Background: an optimization exercise with open tools, aiming at small area. Do not read the settings as production practice. Only the layout flow was run in this run; the RTL was not checked for function there. No activity file was given, so power comes from the tool's default toggle rates.

==> design/flow/run.sh <==
#!/bin/bash
# synth_recipe.tcl (not shown) runs the flow's synth.tcl, then flattens the netlist and writes it again
# the make line also repeats each setting of config.mk as NAME=value (left out here)
make -C /OpenROAD-flow-scripts/flow DESIGN_CONFIG=/design/flow/config.mk WORK_HOME=/design/flow/orfs CLKGATE_MAP_FILE= SYNTH_SCRIPT=/design/flow/synth_recipe.tcl finish
==> design/flow/design.v <==
`default_nettype none
package skfd_pkg;
    localparam int FIFO_DEPTH = 32;
    localparam int CNT_W      = $clog2(FIFO_DEPTH + 1);
    localparam int COUNT_W    = 6;
    localparam logic [7:0] SC_EXT       = 8'hE0;
    localparam logic [7:0] SC_LSHIFT    = 8'h2A;
    localparam logic [7:0] SC_RSHIFT    = 8'h36;
    localparam logic [7:0] SC_LSHIFT_BR = 8'hAA;
    localparam logic [7:0] SC_RSHIFT_BR = 8'hB6;
    localparam logic [7:0] SC_CAPS      = 8'h3A;
    localparam logic [7:0] SC_TAB       = 8'h0F;
    localparam logic [7:0] SC_UP        = 8'h48;
    localparam logic [7:0] SC_DOWN      = 8'h50;
    localparam logic [7:0] SC_LEFT      = 8'h4B;
    localparam logic [7:0] SC_RIGHT     = 8'h4D;
    localparam logic [7:0] TOK_UP    = 8'hF1;
    localparam logic [7:0] TOK_DOWN  = 8'hF2;
    localparam logic [7:0] TOK_LEFT  = 8'hF3;
    localparam logic [7:0] TOK_RIGHT = 8'hF4;
    typedef enum logic [1:0] {
        MODE_SCAN     = 2'd0,
        MODE_POP      = 2'd1,
        MODE_CLEAR    = 2'd2,
        MODE_FLAG_CLR = 2'd3
    } mode_t;
    typedef struct packed {
        mode_t      mode;
        logic [7:0] scan_byte;
        logic       snapshot_enable;
    } cmd_t;
    typedef struct packed {
        logic               key_valid;
        logic [7:0]         key_char;
        logic [7:0]         key_scan;
        logic               key_pressed;
        logic [COUNT_W-1:0] fifo_count;
        logic               snapshot_saved;
        logic               snapshot_request;
    } evt_t;
    typedef struct packed {
        logic [7:0] ch;
        logic [7:0] scan;
        logic       pressed;
    } entry_t;
    localparam int ENTRY_W = 17;    
    typedef struct packed {
        logic   push;
        entry_t entry;
        logic   snap_req;
        logic   saved;
    } dec_t;
    typedef struct packed {
        logic shift;
        logic load;
    } cell_ctrl_t;
    function automatic logic [7:0] lower_char(input logic [6:0] code);
        logic [7:0] ch;
        case (code)
            7'h01: ch = 8'h1B;
            7'h02: ch = 8'h31;
            7'h03: ch = 8'h32;
            7'h04: ch = 8'h33;
            7'h05: ch = 8'h34;
            7'h06: ch = 8'h35;
            7'h07: ch = 8'h36;
            7'h08: ch = 8'h37;
            7'h09: ch = 8'h38;
            7'h0A: ch = 8'h39;
            7'h0B: ch = 8'h30;
            7'h0C: ch = 8'h2D;
            7'h0D: ch = 8'h3D;
            7'h0E: ch = 8'h08;
            7'h0F: ch = 8'h09;
            7'h10: ch = 8'h71;
            7'h11: ch = 8'h77;
            7'h12: ch = 8'h65;
            7'h13: ch = 8'h72;
            7'h14: ch = 8'h74;
            7'h15: ch = 8'h79;
            7'h16: ch = 8'h75;
            7'h17: ch = 8'h69;
            7'h18: ch = 8'h6F;
            7'h19: ch = 8'h70;
            7'h1A: ch = 8'h5B;
            7'h1B: ch = 8'h5D;
            7'h1C: ch = 8'h0A;
            7'h1E: ch = 8'h61;
            7'h1F: ch = 8'h73;
            7'h20: ch = 8'h64;
            7'h21: ch = 8'h66;
            7'h22: ch = 8'h67;
            7'h23: ch = 8'h68;
            7'h24: ch = 8'h6A;
            7'h25: ch = 8'h6B;
            7'h26: ch = 8'h6C;
            7'h27: ch = 8'h3B;
            7'h28: ch = 8'h27;
            7'h29: ch = 8'h60;
            7'h2B: ch = 8'h5C;
            7'h2C: ch = 8'h7A;
            7'h2D: ch = 8'h78;
            7'h2E: ch = 8'h63;
            7'h2F: ch = 8'h76;
            7'h30: ch = 8'h62;
            7'h31: ch = 8'h6E;
            7'h32: ch = 8'h6D;
            7'h33: ch = 8'h2C;
            7'h34: ch = 8'h2E;
            7'h35: ch = 8'h2F;
            7'h37: ch = 8'h2A;
            7'h39: ch = 8'h20;
            default: ch = 8'h00;
        endcase
        lower_char = ch;
    endfunction
    function automatic logic [7:0] upper_char(input logic [6:0] code);
        logic [7:0] ch;
        case (code)
            7'h01: ch = 8'h1B;
            7'h0E: ch = 8'h08;
            7'h0F: ch = 8'h09;
            7'h10: ch = 8'h51;
            7'h11: ch = 8'h57;
            7'h12: ch = 8'h45;
            7'h13: ch = 8'h52;
            7'h14: ch = 8'h54;
            7'h15: ch = 8'h59;
            7'h16: ch = 8'h55;
            7'h17: ch = 8'h49;
            7'h18: ch = 8'h4F;
            7'h19: ch = 8'h50;
            7'h1C: ch = 8'h0A;
            7'h1E: ch = 8'h41;
            7'h1F: ch = 8'h53;
            7'h20: ch = 8'h44;
            7'h21: ch = 8'h46;
            7'h22: ch = 8'h47;
            7'h23: ch = 8'h48;
            7'h24: ch = 8'h4A;
            7'h25: ch = 8'h4B;
            7'h26: ch = 8'h4C;
            7'h2C: ch = 8'h5A;
            7'h2D: ch = 8'h58;
            7'h2E: ch = 8'h43;
            7'h2F: ch = 8'h56;
            7'h30: ch = 8'h42;
            7'h31: ch = 8'h4E;
            7'h32: ch = 8'h4D;
            7'h39: ch = 8'h20;
            default: ch = 8'h00;
        endcase
        upper_char = ch;
    endfunction
endpackage
`default_nettype wire
`default_nettype none
module skfd_cell (
    input  wire logic                 clk,
    input  skfd_pkg::cell_ctrl_t ctrl,
    input  skfd_pkg::entry_t     neighbor,
    input  skfd_pkg::entry_t     fresh,
    output skfd_pkg::entry_t          entry
);
    skfd_pkg::entry_t entry_reg, entry_next;
    always_comb
    begin
        entry_next = entry_reg;
        if (ctrl.load)
        begin
            entry_next = fresh;
        end
        else if (ctrl.shift)
        begin
            entry_next = neighbor;
        end
    end
    always_ff @(posedge clk)
    begin
        entry_reg <= entry_next;
    end
    assign entry = entry_reg;
endmodule
`default_nettype wire
`default_nettype none
module skfd_chain (
    input  wire logic                        clk,
    input  wire logic                        rst_n,
    input  wire logic                        accept,
    input  skfd_pkg::mode_t             mode,
    input  wire logic                        push,
    input  skfd_pkg::entry_t            fresh,
    output skfd_pkg::entry_t                 head,
    output logic                             pop_ok,
    output logic [skfd_pkg::CNT_W-1:0]       count_after
);
    logic [skfd_pkg::CNT_W-1:0] count_reg, count_next;
    logic             full;
    logic             do_push;
    logic             shift_all;
    logic [skfd_pkg::FIFO_DEPTH*skfd_pkg::ENTRY_W-1:0] cell_q;
    assign full    = (count_reg == skfd_pkg::CNT_W'(skfd_pkg::FIFO_DEPTH));
    assign do_push = accept && mode == skfd_pkg::MODE_SCAN && push;
    assign pop_ok  = accept && mode == skfd_pkg::MODE_POP && count_reg != '0;
    assign shift_all = pop_ok || (do_push && full);
    always_comb
    begin
        count_next = count_reg;
        if (accept)
        begin
            case (mode)
                skfd_pkg::MODE_SCAN:
                begin
                    if (do_push && !full)
                    begin
                        count_next = count_reg + skfd_pkg::CNT_W'(1);
                    end
                end
                skfd_pkg::MODE_POP:
                begin
                    if (pop_ok)
                    begin
                        count_next = count_reg - skfd_pkg::CNT_W'(1);
                    end
                end
                skfd_pkg::MODE_CLEAR:    count_next = '0;
                skfd_pkg::MODE_FLAG_CLR: count_next = count_reg;
                default:       count_next = count_reg;
            endcase
        end
    end
    always_ff @(posedge clk or negedge rst_n)
    begin
        if (!rst_n)
        begin
            count_reg <= '0;
        end
        else
        begin
            count_reg <= count_next;
        end
    end
    for (genvar i = 0; i < skfd_pkg::FIFO_DEPTH; i++)
    begin : g_cell
        localparam int EW = skfd_pkg::ENTRY_W;
        skfd_pkg::cell_ctrl_t ctrl;
        skfd_pkg::entry_t     nb;
        assign ctrl.shift = shift_all;
        assign ctrl.load  = do_push &&
                            (full ? (i == skfd_pkg::FIFO_DEPTH - 1) : (count_reg == skfd_pkg::CNT_W'(i)));
        if (i < skfd_pkg::FIFO_DEPTH - 1)
        begin : g_mid
            assign nb = cell_q[(i+1)*EW +: EW];
        end
        else
        begin : g_last
            assign nb = fresh;
        end
        skfd_cell u_cell (
            .clk      (clk),
            .ctrl     (ctrl),
            .neighbor (nb),
            .fresh    (fresh),
            .entry    (cell_q[i*EW +: EW])
        );
    end
    assign head        = cell_q[0 +: skfd_pkg::ENTRY_W];
    assign count_after = count_next;
endmodule
`default_nettype wire
`default_nettype none
module skfd_decode (
    input  wire logic            clk,
    input  wire logic            rst_n,
    input  wire logic            accept,
    input  skfd_pkg::cmd_t  cmd,
    output skfd_pkg::dec_t       dec
);
    logic prefix_reg, prefix_next;
    logic shift_reg, shift_next;
    logic caps_reg, caps_next;
    logic saved_reg, saved_next;
    logic [7:0] b;
    logic [7:0] ch;
    logic       push;
    logic       snap_req;
    assign b = cmd.scan_byte;
    always_comb
    begin
        prefix_next = prefix_reg;
        shift_next  = shift_reg;
        caps_next   = caps_reg;
        saved_next  = saved_reg;
        ch          = 8'h00;
        push        = 1'b0;
        snap_req    = 1'b0;
        if (accept && cmd.mode == skfd_pkg::MODE_SCAN)
        begin
            if (b == skfd_pkg::SC_EXT)
            begin
                prefix_next = 1'b1;
            end
            else if (prefix_reg)
            begin
                prefix_next = 1'b0;
                if (!b[7])
                begin
                    case (b)
                        skfd_pkg::SC_UP:    ch = skfd_pkg::TOK_UP;
                        skfd_pkg::SC_DOWN:  ch = skfd_pkg::TOK_DOWN;
                        skfd_pkg::SC_LEFT:  ch = skfd_pkg::TOK_LEFT;
                        skfd_pkg::SC_RIGHT: ch = skfd_pkg::TOK_RIGHT;
                        default:  ch = 8'h00;
                    endcase
                    push = (ch != 8'h00);
                end
            end
            else if (b == skfd_pkg::SC_LSHIFT || b == skfd_pkg::SC_RSHIFT)
            begin
                shift_next = 1'b1;
            end
            else if (b == skfd_pkg::SC_LSHIFT_BR || b == skfd_pkg::SC_RSHIFT_BR)
            begin
                shift_next = 1'b0;
            end
            else if (b == skfd_pkg::SC_CAPS)
            begin
                caps_next = !caps_reg;
            end
            else if (b == skfd_pkg::SC_TAB && shift_reg && cmd.snapshot_enable)
            begin
                saved_next = 1'b1;
                snap_req   = 1'b1;
            end
            else if (!b[7])
            begin
                ch   = caps_reg ? skfd_pkg::upper_char(b[6:0]) : skfd_pkg::lower_char(b[6:0]);
                push = (ch != 8'h00);
            end
        end
        if (accept && cmd.mode == skfd_pkg::MODE_FLAG_CLR)
        begin
            saved_next = 1'b0;
        end
    end
    always_comb
    begin
        dec.push          = push;
        dec.entry.ch      = ch;
        dec.entry.scan    = b;
        dec.entry.pressed = 1'b1;
        dec.snap_req      = snap_req;
        dec.saved         = saved_next;
    end
    always_ff @(posedge clk or negedge rst_n)
    begin
        if (!rst_n)
        begin
            prefix_reg <= 1'b0;
            shift_reg  <= 1'b0;
            caps_reg   <= 1'b0;
            saved_reg  <= 1'b0;
        end
        else
        begin
            prefix_reg <= prefix_next;
            shift_reg  <= shift_next;
            caps_reg   <= caps_next;
            saved_reg  <= saved_next;
        end
    end
endmodule
`default_nettype wire
`default_nettype none
module scancode_key_decoder_fifo_top (
    input  wire logic            clk,
    input  wire logic            rst_n,
    input  wire logic            cmd_valid,
    output logic                 cmd_stall,
    input  wire logic [10:0]     cmd_in,
    output logic                 evt_valid,
    input  wire logic            evt_stall,
    output logic [25:0]          evt_out
);
    skfd_pkg::cmd_t cmd;
    skfd_pkg::evt_t evt;
    assign cmd     = skfd_pkg::cmd_t'(cmd_in);
    assign evt_out = evt;
    logic             accept;
    logic             take;
    skfd_pkg::dec_t             dec;
    skfd_pkg::entry_t           head;
    logic             pop_ok;
    logic [skfd_pkg::CNT_W-1:0] count_after;
    skfd_pkg::evt_t             res;
    logic out_valid_reg, out_valid_next;
    logic skid_valid_reg, skid_valid_next;
    skfd_pkg::evt_t out_reg, out_next;
    skfd_pkg::evt_t skid_reg, skid_next;
    assign cmd_stall = skid_valid_reg;
    assign accept    = cmd_valid && !cmd_stall;
    assign take      = out_valid_reg && !evt_stall;
    skfd_decode u_decode (
        .clk   (clk),
        .rst_n (rst_n),
        .accept(accept),
        .cmd   (cmd),
        .dec   (dec)
    );
    skfd_chain u_chain (
        .clk         (clk),
        .rst_n       (rst_n),
        .accept      (accept),
        .mode        (cmd.mode),
        .push        (dec.push),
        .fresh       (dec.entry),
        .head        (head),
        .pop_ok      (pop_ok),
        .count_after (count_after)
    );
    always_comb
    begin
        res.key_valid        = pop_ok;
        res.key_char         = pop_ok ? head.ch : 8'h00;
        res.key_scan         = pop_ok ? head.scan : 8'h00;
        res.key_pressed      = pop_ok ? head.pressed : 1'b0;
        res.fifo_count       = skfd_pkg::COUNT_W'(count_after);
        res.snapshot_saved   = dec.saved;
        res.snapshot_request = dec.snap_req;
    end
    always_comb
    begin
        out_valid_next  = out_valid_reg;
        skid_valid_next = skid_valid_reg;
        out_next        = out_reg;
        skid_next       = skid_reg;
        if (take)
        begin
            if (skid_valid_reg)
            begin
                out_next        = skid_reg;
                skid_valid_next = 1'b0;
            end
            else
            begin
                out_valid_next = accept;
                out_next       = res;
            end
        end
        else if (!out_valid_reg)
        begin
            out_valid_next = accept;
            out_next       = res;
        end
        else if (accept)
        begin
            skid_valid_next = 1'b1;
            skid_next       = res;
        end
    end
    always_ff @(posedge clk or negedge rst_n)
    begin
        if (!rst_n)
        begin
            out_valid_reg  <= 1'b0;
            skid_valid_reg <= 1'b0;
        end
        else
        begin
            out_valid_reg  <= out_valid_next;
            skid_valid_reg <= skid_valid_next;
        end
    end
    always_ff @(posedge clk)
    begin
        out_reg  <= out_next;
        skid_reg <= skid_next;
    end
    assign evt_valid = out_valid_reg;
    assign evt       = out_reg;
endmodule
`default_nettype wire
==> design/flow/config.mk <==
export PLATFORM = sky130hd
export DESIGN_NAME = scancode_key_decoder_fifo_top
export DESIGN_NICKNAME = scancode_key_decoder_fifo_top
export VERILOG_FILES = /design/flow/design.v
export SDC_FILE = /design/flow/constraint.sdc
export NUM_CORES = 4
export LEC_CHECK = 0
export CAP_MARGIN = 20
export CORE_MARGIN = 2
export CORE_UTILIZATION = 40
export SLEW_MARGIN = 20
==> design/flow/constraint.sdc <==
create_clock -name core_clock -period 4.0 [get_ports {clk}]
set_input_delay 0.8000 -clock core_clock [delete_from_list [all_inputs] [get_ports {clk}]]
set_output_delay 0.8000 -clock core_clock [all_outputs]
set_load 0.01 [all_outputs]
==> results.txt <==
==> logic make-up (layout without fill, tap and decap cells) <==
group                    Yosys count  in the layout
XOR/XNOR                           3              3
buffers and inverters            142            346
AO/OA/AOI/OAI                    134            134
AND/OR/NAND/NOR                  258            258
other                              0              2
multiplexers                     481            481
flip-flops                       574            574
adder cells (fa/ha/maj)           19             19
==> final timing paths <==
kind / startpoint / slack (ns) / endpoint
min in group asynchronous: rst_n / 0.61 / u_chain.count_reg[4]
max in group asynchronous: rst_n / 2.96 / u_chain.count_reg[5]
hold reg to reg: u_chain.g_cell[27].u_cell.entry_reg[8] / 0.51 / u_chain.g_cell[26].u_cell.entry_reg[8]
hold / removal: u_chain.g_cell[27].u_cell.entry_reg[8] / 0.51 / u_chain.g_cell[26].u_cell.entry_reg[8]
setup / recovery: cmd_in[1] / 0.36 / u_chain.g_cell[14].u_cell.entry_reg[1]
setup reg to reg: u_decode.caps_reg / 0.52 / u_chain.g_cell[14].u_cell.entry_reg[1]
==> power breakdown <==
| group | switching [W] | internal, W | leakage (nW) |
|---|---|---|---|
| sequential | 0.000220 | 0.00725 | 5.31 |
| clock | 0.00225 | 0.00300 | 0.879 |
| combinational | 0.00115 | 0.000867 | 5.17 |
| total | 0.00363 | 0.0111 | 11.4 |
==> worst register-to-register path: cells and delay by family (launching register included) <==
| family | cells | cell delay, ns |
|---|---|---|
| compound gates | 5 | 0.93 |
| buf+inv | 4 | 0.80 |
| flops | 1 | 0.68 |
| simple gates | 3 | 0.77 |
==> cells in the mapped netlist (all sizes together) (3+ instances only) <==
cell    count
a211o       3
a211oi      3
a21boi      3
a21o       22
a21oi      25
a221oi      3
a22oi       3
a31oi       9
and2       52
and3        7
buf        55
clkbuf     72
dfrtp      12
edfxtp    562
ha         19
inv        15
mux2      470
mux2i      11
nand2      62
nand2b     10
nand3      48
nand3b      4
nand4       6
nor2       25
nor2b      17
nor3       12
nor4        4
o211ai      7
o21ai      26
o221ai      3
o22ai       3
o311ai      3
o31ai       3
==> layout make-up <==
class,count,area [µm²],share of cell area (%)
Sequential cell,574,17200,54.7
Multi-Input combinational cell,895,8650,27.6
Timing Repair Buffer,225,2570,8.20
Clock buffer,65,1460,4.64
Tap cell,864,1080,3.44
Clock inverter,41,387,1.23
Inverter,15,58.8,0.187
Antenna cell,2,5.00,0.0159
==> layer usage <==
layer  GRT usage [%]  share of wire, %  vias up
met5               0                 0        -
met4            3.76               1.6        0
met3            2.48               4.2       62
met2            26.7                46      303
met1            24.3                48     7125
li1                -                 -     6529
==> metrics by stage <==
step,total power (W),TNS [ns]
final,0.0147,0
after global placement,0.00957,-160.84
after detailed placement,0.00959,-135.22
after CTS,0.0149,0
after global routing,0.0153,0
after floorplan,0.00866,0
==> metrics.md <==
| Metric | Value |
|---|---|
| Critical Path, Cell by Cell | `buf_2 -> inv_2 -> ha_1 -> buf_4 -> a21oi_1 -> or4_1 -> o22a_1 -> a21oi_2 -> o41ai_4 -> buf_4 -> a21boi_2 -> buf_12 -> nand3_1 -> buf_12 -> nand2_2 -> buf_4` |
| Cts bufs inserted | `57` |
| Layout Nets | `1802` |
| CORE AREA | `0.0654 mm²` |
| Compound-cell area share of the yosys netlist | `3.64%` |
| Synth-to-Final Area Change | `19.4%` |
| FF-to-FF path depth | `12` |
| Filler instances | `5512` |
| Min Hold Slack | `0.514 ns` |
| Pin count of the biggest net entering global routing | `33` |
| Cells after Synth | `1611` |
| Syn avg cell area | `16.3 µm²` |
| Setup Crit Path Kind | `primary input to register` |
| Synth Flop Type | `edfxtp_1` |
| Die W | `260 µm` |
| Final Skew | `0.0325 ns` |
| Detailed Route Iter0 Violations | `1083` |
| FMAX | `0.275 GHz` |
| Pins Over Slew Limit | `0` |
| MaxCap Viol Count | `0` |
| Root Buffer | `clkbuf_16` |
| Async SR Flop Fraction | `2.09%` |
| GRT Total Usage | `16.8%` |
| DRC | `0` |
| #FFs+latches synth | `574` |
| Drt via density | `5.23` |
| Post-layout util | `48.0%` |
| CP Max Fanout | `17` |
| Die area | `0.0678 mm²` |
| Power density over cell area | `470 mW/mm²` |
| Final wirelength | `56.4 mm` |
| Largest area contributor in the netlist | `edfxtp_1` |
| Crit path launch type | `primary input` |
| Post-synth EDFFs | `562` |
| CTS max path bufs | `3` |
| Yosys Warn Count | `4` |
| CP bufs+invs | `7` |
| Slew @ Worst Pin | `1.00 ns` |
| Initial antenna violation count | `0` |
| Gp weighted congestion | `0.888` |
| Maximum VDD drop | `432 µV` |
| # hold bufs at CTS | `0` |
| CP max stage delay | `0.51 ns` |
| Fin cells | `2681` |
| Die Ht | `260 µm` |
| Share of cells above drive strength 1 | `45.3%` |
| Post-CTS Resized | `0` |
| Area of placed instances | `0.0295 mm²` |
| Final instance area | `0.0314 mm²` |
| Pre-CTS WS | `-0.219 ns` |
| Worst-skew pair later-pin latency | `0.62 ns` |
| Max FFs per register | `512` |
| Post-synthesis mux area share | `21.6%` |
| Status | `no timing/DRC/antenna violations` |
| Vias | `14019` |
| Adder-cell share of the synthesized area | `0.904%` |
| H-tree levels | `2` |
| Largest cells by area after synthesis | `edfxtp_1 (64%), mux2_2 (17%), mux2_4 (4.1%)` |
| Fin crit share | `91.1%` |
| Crit path top cell by count | `buf_4` |
| Worst EP required | `4.30 ns` |
| Clk slew on worst S/H paths | `0.06 ns` |
| Post-Place Cells | `2571` |
| Net Count, Synth | `1645` |
| DRT Pass-1 Iters | `6` |
| Yosys top cell area share | `64.2%` |
| CP delay by family, top | `buffers and inverters` |
| Clock Sinks | `574` |
| Hold Crit Depth | `1` |
| Critical Path Sink Type | `register` |
| Final worst setup slack | `0.357 ns` |
| CP max-delay cell | `or4_1` |
| Most frequent cells in the layout | `edfxtp_1 (562), mux2_2 (398), buf_4 (119), mux2_4 (72), buf_12 (62)` |
| Global-route wire length before repair | `87.6 mm` |
| Post-Synth Simple-Gate Area | `5.84%` |
| RSZ-0062 raised after global routing | `no` |
| Seq/Total Area, Yosys | `65.3%` |
| Hold/Removal Path Class | `register to register` |
| Final HPWL DP | `35.9 mm` |
| Slew margin rel. | `33.3%` |
| Antenna violation net count after detailed routing | `0` |
| Number of distinct library cells after synthesis | `67` |
| Core Rows | `94` |
| I/O pin total | `43` |
| Xor and xnor area share after synthesis | `0.0999%` |
| Mapped Area | `0.0263 mm²` |
| Setup violations, final | `0` |
| Crit path time final | `3.64 ns` |
| Largest family of logic cells by synthesized area | `multiplexers` |
| Leakage | `11.4 nW` |
| CP arrival | `3.94 ns` |
| Vias in the first global route | `14320` |
| Commonest non-fill, non-tap cell in the layout | `edfxtp_1` |
| Final hold violation count | `0` |
| CTS tree | `done` |
| Grt ovf | `0` |
| Starting density of the core | `40.2%` |
| Setup Buffers After CTS | `0` |
| Crit path depth | `16` |
| Port bufs | `42` |
| Average routed wire per standard cell | `21.0 µm` |

## separate check: timing with driven ports
How much do the figures lean on ideal ports? The routed layout below was timed once more, with nothing changed but the port constraints. Step 1 sets driving cells, clkbuf_16 on the clock port and buf_2 on the other inputs (assumed; they add their load-dependent delay and slew). Step 2 times the ports against the registers' clock, not the clock port: input delays grow and output delays shrink by t, the midpoint of the rising clock arrivals with the driver on. Three values: ideal, step 1, step 2; two values: the first two.
t (ns): 0.665
setup slack, ns: 0.357 / 0.400 / -0.265
clock arrival spread, ns: 0.034 / 0.034
worst slew at a driven data input, ns: 0.04
With both steps, setup timing fails in this run, where it was met with ideal ports. The setup slack of this run moves by +0.043 ns with the drivers and by -0.622 ns with both steps.
